This design comes from an exercise in tuning for small area on the open sky130 flow, not from production work. In this exercise RTL edits were held to simulation tests only and were not proved equivalent to the original.

Design sprite_compositor, start of the top module:
module sprite_compositor #(
  parameter int unsigned         NUM_OBJ  = 4,
  parameter int unsigned         COORD_W  = 10,
  parameter int unsigned         COLOR_W  = 24,
  parameter logic [COLOR_W-1:0]  BG_COLOR = '0
) (
  input  logic                         clk_i,
  input  logic                         reset_i,
  input  logic [COORD_W-1:0]           pixel_x_i,
  input  logic [COORD_W-1:0]           pixel_y_i,
  input  logic                         display_enable_i,
  input  logic                         frame_start_i,
  input  logic                         color_mode_i,
  input  logic [NUM_OBJ*COORD_W-1:0]   obj_x_i,
  input  logic [NUM_OBJ*COORD_W-1:0]   obj_y_i,
  input  logic [NUM_OBJ*COORD_W-1:0]   obj_w_i,
  input  logic [NUM_OBJ*COORD_W-1:0]   obj_h_i,
  input  logic [NUM_OBJ-1:0]           obj_circle_i,
  input  logic [NUM_OBJ*COLOR_W-1:0]   obj_color_i,
  input  logic [NUM_OBJ-1:0]           obj_en_i,
  output logic [COLOR_W-1:0]           rgb_o,
  output logic                         rgb_valid_o,
  output logic [NUM_OBJ-1:0]           hit_o,
  output logic [NUM_OBJ-1:0]           overlap_flags_o
);
For scale: roughly 2900 cells after synthesis, roughly 370 flip-flops, roughly 320 I/O pins, roughly 33000 µm² of cells after synthesis.
clock: 9.0 ns
lec_check: 0
cap_margin: 20
core_margin: 2
core_utilization: 65
cts_cluster_diameter: 80
cts_cluster_size: 30
gpl_timing_driven: 0
place_density: 0.75
setup_slack_margin: 0.1
slew_margin: 20
synth_hierarchical: 1
synth_minimum_keep_size: 0
standard.sh (not shown) runs the stock make flow with config.mk's settings and CLKGATE_MAP_FILE= SYNTH_SCRIPT=/design/flow/synth_recipe.tcl, a recipe that flattens the netlist after the stock synthesis.
==> flow/flow/run.sh <==
#!/bin/bash
# The standard layout, with plain buf_1 cells as the port buffers
# (instead of the default choice, clkdlybuf4s50_1).
set -euo pipefail
export BUFFER_PORTS_ARGS="-buffer_cell sky130_fd_sc_hd__buf_1"
bash standard.sh > standard.log 2>&1
Rerun with:
- CTS_CLUSTER_DIAMETER: 80 -> default
- CTS_CLUSTER_SIZE: 30 -> default
=>
- via count climbs by 1.1%
- cell area grows by 2.0%
- die area is unchanged
- hold slack degrades by 0.0047 ns
- routed wire length increases by 2.2%
- synthesized area does not change
Rerun with:
- CTS_CLUSTER_DIAMETER: default -> 100
- CTS_CLUSTER_SIZE: default -> 24
What happened: Clock-buffer cell count is lower by 18; first-iteration DRC count is lower by 12%; utilization is lower by 1.5 points; die area stays the same; area after synthesis does not change; cell count is lower by about 0.9%; non-clock buffer count is higher by 1; routed wire length is lower by about 2.3%.
Rerun with:
- CTS_CLUSTER_DIAMETER: 100 -> default
- CTS_CLUSTER_SIZE: 24 -> default
- SETUP_SLACK_MARGIN: 0.1 -> default
Non-clock buffer count drops by 4; worst setup slack loses 0.12 ns; first-iteration DRC count climbs by 13%; clock-buffer cell count climbs by 18; design area climbs by 1.9%.

---

sprite_compositor, a different RTL version from the one above (not shown whole).
For scale: ~2,700 cells after synthesis, about 370 flip-flops, ~32,000 um^2 of cells after synthesis.
==> flow/design.v (excerpt) <==
module sprite_compositor #(
  parameter int unsigned         NUM_OBJ  = 4,
  parameter int unsigned         COORD_W  = 10,
  parameter int unsigned         COLOR_W  = 24,
  parameter logic [COLOR_W-1:0]  BG_COLOR = '0
) (
  input  logic                         clk_i,
  input  logic                         reset_i,
  input  logic [COORD_W-1:0]           pixel_x_i,
  input  logic [COORD_W-1:0]           pixel_y_i,
  input  logic                         display_enable_i,
  input  logic                         frame_start_i,
  input  logic                         color_mode_i,
  input  logic [NUM_OBJ*COORD_W-1:0]   obj_x_i,
  input  logic [NUM_OBJ*COORD_W-1:0]   obj_y_i,
  input  logic [NUM_OBJ*COORD_W-1:0]   obj_w_i,
  input  logic [NUM_OBJ*COORD_W-1:0]   obj_h_i,
  input  logic [NUM_OBJ-1:0]           obj_circle_i,
  input  logic [NUM_OBJ*COLOR_W-1:0]   obj_color_i,
  input  logic [NUM_OBJ-1:0]           obj_en_i,
  output logic [COLOR_W-1:0]           rgb_o,
  output logic                         rgb_valid_o,
  output logic [NUM_OBJ-1:0]           hit_o,
  output logic [NUM_OBJ-1:0]           overlap_flags_o
);
Settings: LEC_CHECK=0, CAP_MARGIN=20, CORE_MARGIN=2, CORE_UTILIZATION=65, CTS_BUF_LIST=sky130_fd_sc_hd__clkbuf_8, CTS_CLUSTER_DIAMETER=60, CTS_CLUSTER_SIZE=16, GPL_TIMING_DRIVEN=0, PLACE_DENSITY=0.75, SETUP_SLACK_MARGIN=0.1, SLEW_MARGIN=20, SYNTH_HIERARCHICAL=1, SYNTH_MINIMUM_KEEP_SIZE=0; clock period 9.0 ns.
Scripts as last shown in full above: flow/flow/run.sh
Change:
CORE_UTILIZATION = 85   (was 65)
CTS_BUF_LIST = not set   (was sky130_fd_sc_hd__clkbuf_8)
CTS_CLUSTER_DIAMETER = 100   (was 60)
CTS_CLUSTER_SIZE = 24   (was 16)
PLACE_DENSITY = 0.92   (was 0.75)
- With this change the flow died in global routing (5_1_grt) on GRT-0116
- synthesized area stays the same
- synthesized cell count does not change

---

== old ==
sprite_compositor again, from the RTL that the note above started with.
Design sprite_compositor, start of the top module:
module sprite_compositor #(
  parameter int unsigned         NUM_OBJ  = 4,
  parameter int unsigned         COORD_W  = 10,
  parameter int unsigned         COLOR_W  = 24,
  parameter logic [COLOR_W-1:0]  BG_COLOR = '0
) (
  input  logic                         clk_i,
  input  logic                         reset_i,
  input  logic [COORD_W-1:0]           pixel_x_i,
  input  logic [COORD_W-1:0]           pixel_y_i,
  input  logic                         display_enable_i,
  input  logic                         frame_start_i,
  input  logic                         color_mode_i,
  input  logic [NUM_OBJ*COORD_W-1:0]   obj_x_i,
  input  logic [NUM_OBJ*COORD_W-1:0]   obj_y_i,
  input  logic [NUM_OBJ*COORD_W-1:0]   obj_w_i,
  input  logic [NUM_OBJ*COORD_W-1:0]   obj_h_i,
  input  logic [NUM_OBJ-1:0]           obj_circle_i,
  input  logic [NUM_OBJ*COLOR_W-1:0]   obj_color_i,
  input  logic [NUM_OBJ-1:0]           obj_en_i,
  output logic [COLOR_W-1:0]           rgb_o,
  output logic                         rgb_valid_o,
  output logic [NUM_OBJ-1:0]           hit_o,
  output logic [NUM_OBJ-1:0]           overlap_flags_o
);
==> flow/config.mk <==
export PLATFORM = sky130hd
export DESIGN_NAME = sprite_compositor
export DESIGN_NICKNAME = sprite_compositor
export VERILOG_FILES = /design/flow/design.v
export SDC_FILE = /design/flow/constraint.sdc
export NUM_CORES = 4
export LEC_CHECK = 0
export CAP_MARGIN = 20
export CORE_MARGIN = 2
export CORE_UTILIZATION = 65
export CTS_BUF_LIST = sky130_fd_sc_hd__clkbuf_8 sky130_fd_sc_hd__clkbuf_16
export CTS_CLUSTER_DIAMETER = 70
export CTS_CLUSTER_SIZE = 20
export GPL_TIMING_DRIVEN = 0
export PLACE_DENSITY = 0.75
export SETUP_SLACK_MARGIN = 0.1
export SLEW_MARGIN = 20
export SYNTH_HIERARCHICAL = 1
export SYNTH_MINIMUM_KEEP_SIZE = 0
==> flow/constraint.sdc <==
create_clock -name core_clock -period 9.0 [get_ports {clk_i}]
set_input_delay 1.8000 -clock core_clock [delete_from_list [all_inputs] [get_ports {clk_i}]]
set_output_delay 1.8000 -clock core_clock [all_outputs]
set_load 0.01 [all_outputs]
Scripts as last shown in full above: flow/flow/run.sh
--- input diff old..new ---
# old
export LEC_CHECK = 0
export CAP_MARGIN = 20
export CORE_MARGIN = 2
export CORE_UTILIZATION = 65
export CTS_BUF_LIST = sky130_fd_sc_hd__clkbuf_8 sky130_fd_sc_hd__clkbuf_16
export CTS_CLUSTER_DIAMETER = 70
export CTS_CLUSTER_SIZE = 20
export GPL_TIMING_DRIVEN = 0
export PLACE_DENSITY = 0.75
export SETUP_SLACK_MARGIN = 0.1
export SLEW_MARGIN = 20
export SYNTH_HIERARCHICAL = 1
export SYNTH_MINIMUM_KEEP_SIZE = 0
create_clock -name core_clock -period 9.0 [get_ports {clk_i}]
# new
export LEC_CHECK = 0
export CAP_MARGIN = 20
export CORE_MARGIN = 2
export CORE_UTILIZATION = 65
export CTS_CLUSTER_DIAMETER = 100
export CTS_CLUSTER_SIZE = 24
export GPL_TIMING_DRIVEN = 0
export PLACE_DENSITY = 0.75
export SLEW_MARGIN = 20
export SYNTH_HIERARCHICAL = 1
export SYNTH_MINIMUM_KEEP_SIZE = 0
create_clock -name core_clock -period 9.0 [get_ports {clk_i}]
old → new: setup slack dropped 0.059 ns; clock transition at the register clock pins on the worst setup and hold paths after CTS barely changed; cell count dropped 17. Taking old as the reference, in new cell area after layout shows a reduction of about 0.9%, required time of the critical path -0.04 ns, quantity of gates resized following cts has decreased. Looking at post-route minimum period, new sits 0.059 ns above old. Cmp new and old / wire length / lower: new.

---

Starting RTL as in the previous note.
Design sprite_compositor, start of the top module:
module sprite_compositor #(
  parameter int unsigned         NUM_OBJ  = 4,
  parameter int unsigned         COORD_W  = 10,
  parameter int unsigned         COLOR_W  = 24,
  parameter logic [COLOR_W-1:0]  BG_COLOR = '0
) (
  input  logic                         clk_i,
  input  logic                         reset_i,
  input  logic [COORD_W-1:0]           pixel_x_i,
  input  logic [COORD_W-1:0]           pixel_y_i,
  input  logic                         display_enable_i,
  input  logic                         frame_start_i,
  input  logic                         color_mode_i,
  input  logic [NUM_OBJ*COORD_W-1:0]   obj_x_i,
  input  logic [NUM_OBJ*COORD_W-1:0]   obj_y_i,
  input  logic [NUM_OBJ*COORD_W-1:0]   obj_w_i,
  input  logic [NUM_OBJ*COORD_W-1:0]   obj_h_i,
  input  logic [NUM_OBJ-1:0]           obj_circle_i,
  input  logic [NUM_OBJ*COLOR_W-1:0]   obj_color_i,
  input  logic [NUM_OBJ-1:0]           obj_en_i,
  output logic [COLOR_W-1:0]           rgb_o,
  output logic                         rgb_valid_o,
  output logic [NUM_OBJ-1:0]           hit_o,
  output logic [NUM_OBJ-1:0]           overlap_flags_o
);
==> flow/config.mk <==
export PLATFORM = sky130hd
export DESIGN_NAME = sprite_compositor
export DESIGN_NICKNAME = sprite_compositor
export VERILOG_FILES = /design/flow/design.v
export SDC_FILE = /design/flow/constraint.sdc
export NUM_CORES = 4
export LEC_CHECK = 0
export CAP_MARGIN = 20
export CORE_MARGIN = 2
export CORE_UTILIZATION = 75
export CTS_CLUSTER_DIAMETER = 80
export CTS_CLUSTER_SIZE = 30
export GPL_TIMING_DRIVEN = 0
export PLACE_DENSITY = 0.82
export SETUP_SLACK_MARGIN = 0.1
export SLEW_MARGIN = 20
export SYNTH_HIERARCHICAL = 1
export SYNTH_MINIMUM_KEEP_SIZE = 0
==> flow/constraint.sdc <==
create_clock -name core_clock -period 9.0 [get_ports {clk_i}]
set_input_delay 1.8000 -clock core_clock [delete_from_list [all_inputs] [get_ports {clk_i}]]
set_output_delay 1.8000 -clock core_clock [all_outputs]
set_load 0.01 [all_outputs]
Scripts as last shown in full above: flow/flow/run.sh
Then changed:
Settings changed: CORE_UTILIZATION 75 to 65, CTS_BUF_LIST set to sky130_fd_sc_hd__clkbuf_4, CTS_CLUSTER_DIAMETER 80 to 40, CTS_CLUSTER_SIZE 30 to 10, PLACE_DENSITY 0.82 to 0.75.
Effect:
- core utilization came out lower by 11 points
- hold slack is worse by 0.021 ns
- design area came out higher slightly
- via count came out lower slightly
- cell count came out higher by a few percent

## static timing again, ports no longer ideal
The flow's constraints put no driver on any port. The routed layouts listed below were extracted and timed again, unchanged, in two steps.
Step 1 (the two cells are an assumption about what drives the block):
set clk [get_ports {clk_i}]
set_driving_cell -lib_cell sky130_fd_sc_hd__clkbuf_16 $clk
set_driving_cell -lib_cell sky130_fd_sc_hd__buf_2 [delete_from_list [all_inputs] $clk]
Step 2 adds t to the input delays and takes it off the output delays; t is the mean of the earliest and latest rising clock arrival at the registers after step 1. Input paths then give back, and output paths get back, about the clock's delay inside the block.
Three values: ideal, step 1, step 2; two values: the first two.
| run | t (ns) | setup slack, ns | worst register clock-pin slew, ns | worst data-port slew with drivers (ns) |
|---|---|---|---|---|
| the first run of note 1 | 0.637 | 0.332 / 0.369 / -0.268 | 0.11 / 0.11 | 0.12 |
| the second run of note 1 | 0.653 | 0.333 / 0.374 / -0.279 | 0.07 / 0.07 | 0.12 |
| the third run of note 1 | 0.635 | 0.313 / 0.351 / -0.284 | 0.10 / 0.10 | 0.12 |
| the fourth run of note 1 | 0.649 | 0.195 / 0.232 / -0.416 | 0.07 / 0.07 | 0.12 |
| the first run of note 2 | 0.664 | 0.310 / 0.341 / -0.323 | 0.10 / 0.10 | 0.11 |
| old | 0.655 | 0.163 / 0.194 / -0.461 | 0.08 / 0.08 | 0.11 |
| new | 0.617 | 0.105 / 0.138 / -0.479 | 0.10 / 0.10 | 0.12 |
| the first run of note 4 | 0.648 | 0.149 / 0.187 / -0.461 | 0.11 / 0.11 | 0.11 |
| the second run of note 4 | 0.880 | 0.231 / 0.259 / -0.621 | 0.12 / 0.12 | 0.11 |
With both steps, setup timing fails in every run listed, where it was met with ideal ports. For the second run of note 4, which loses most, drivers alone change the setup slack by +0.028 ns; drivers and shift together by -0.852 ns.
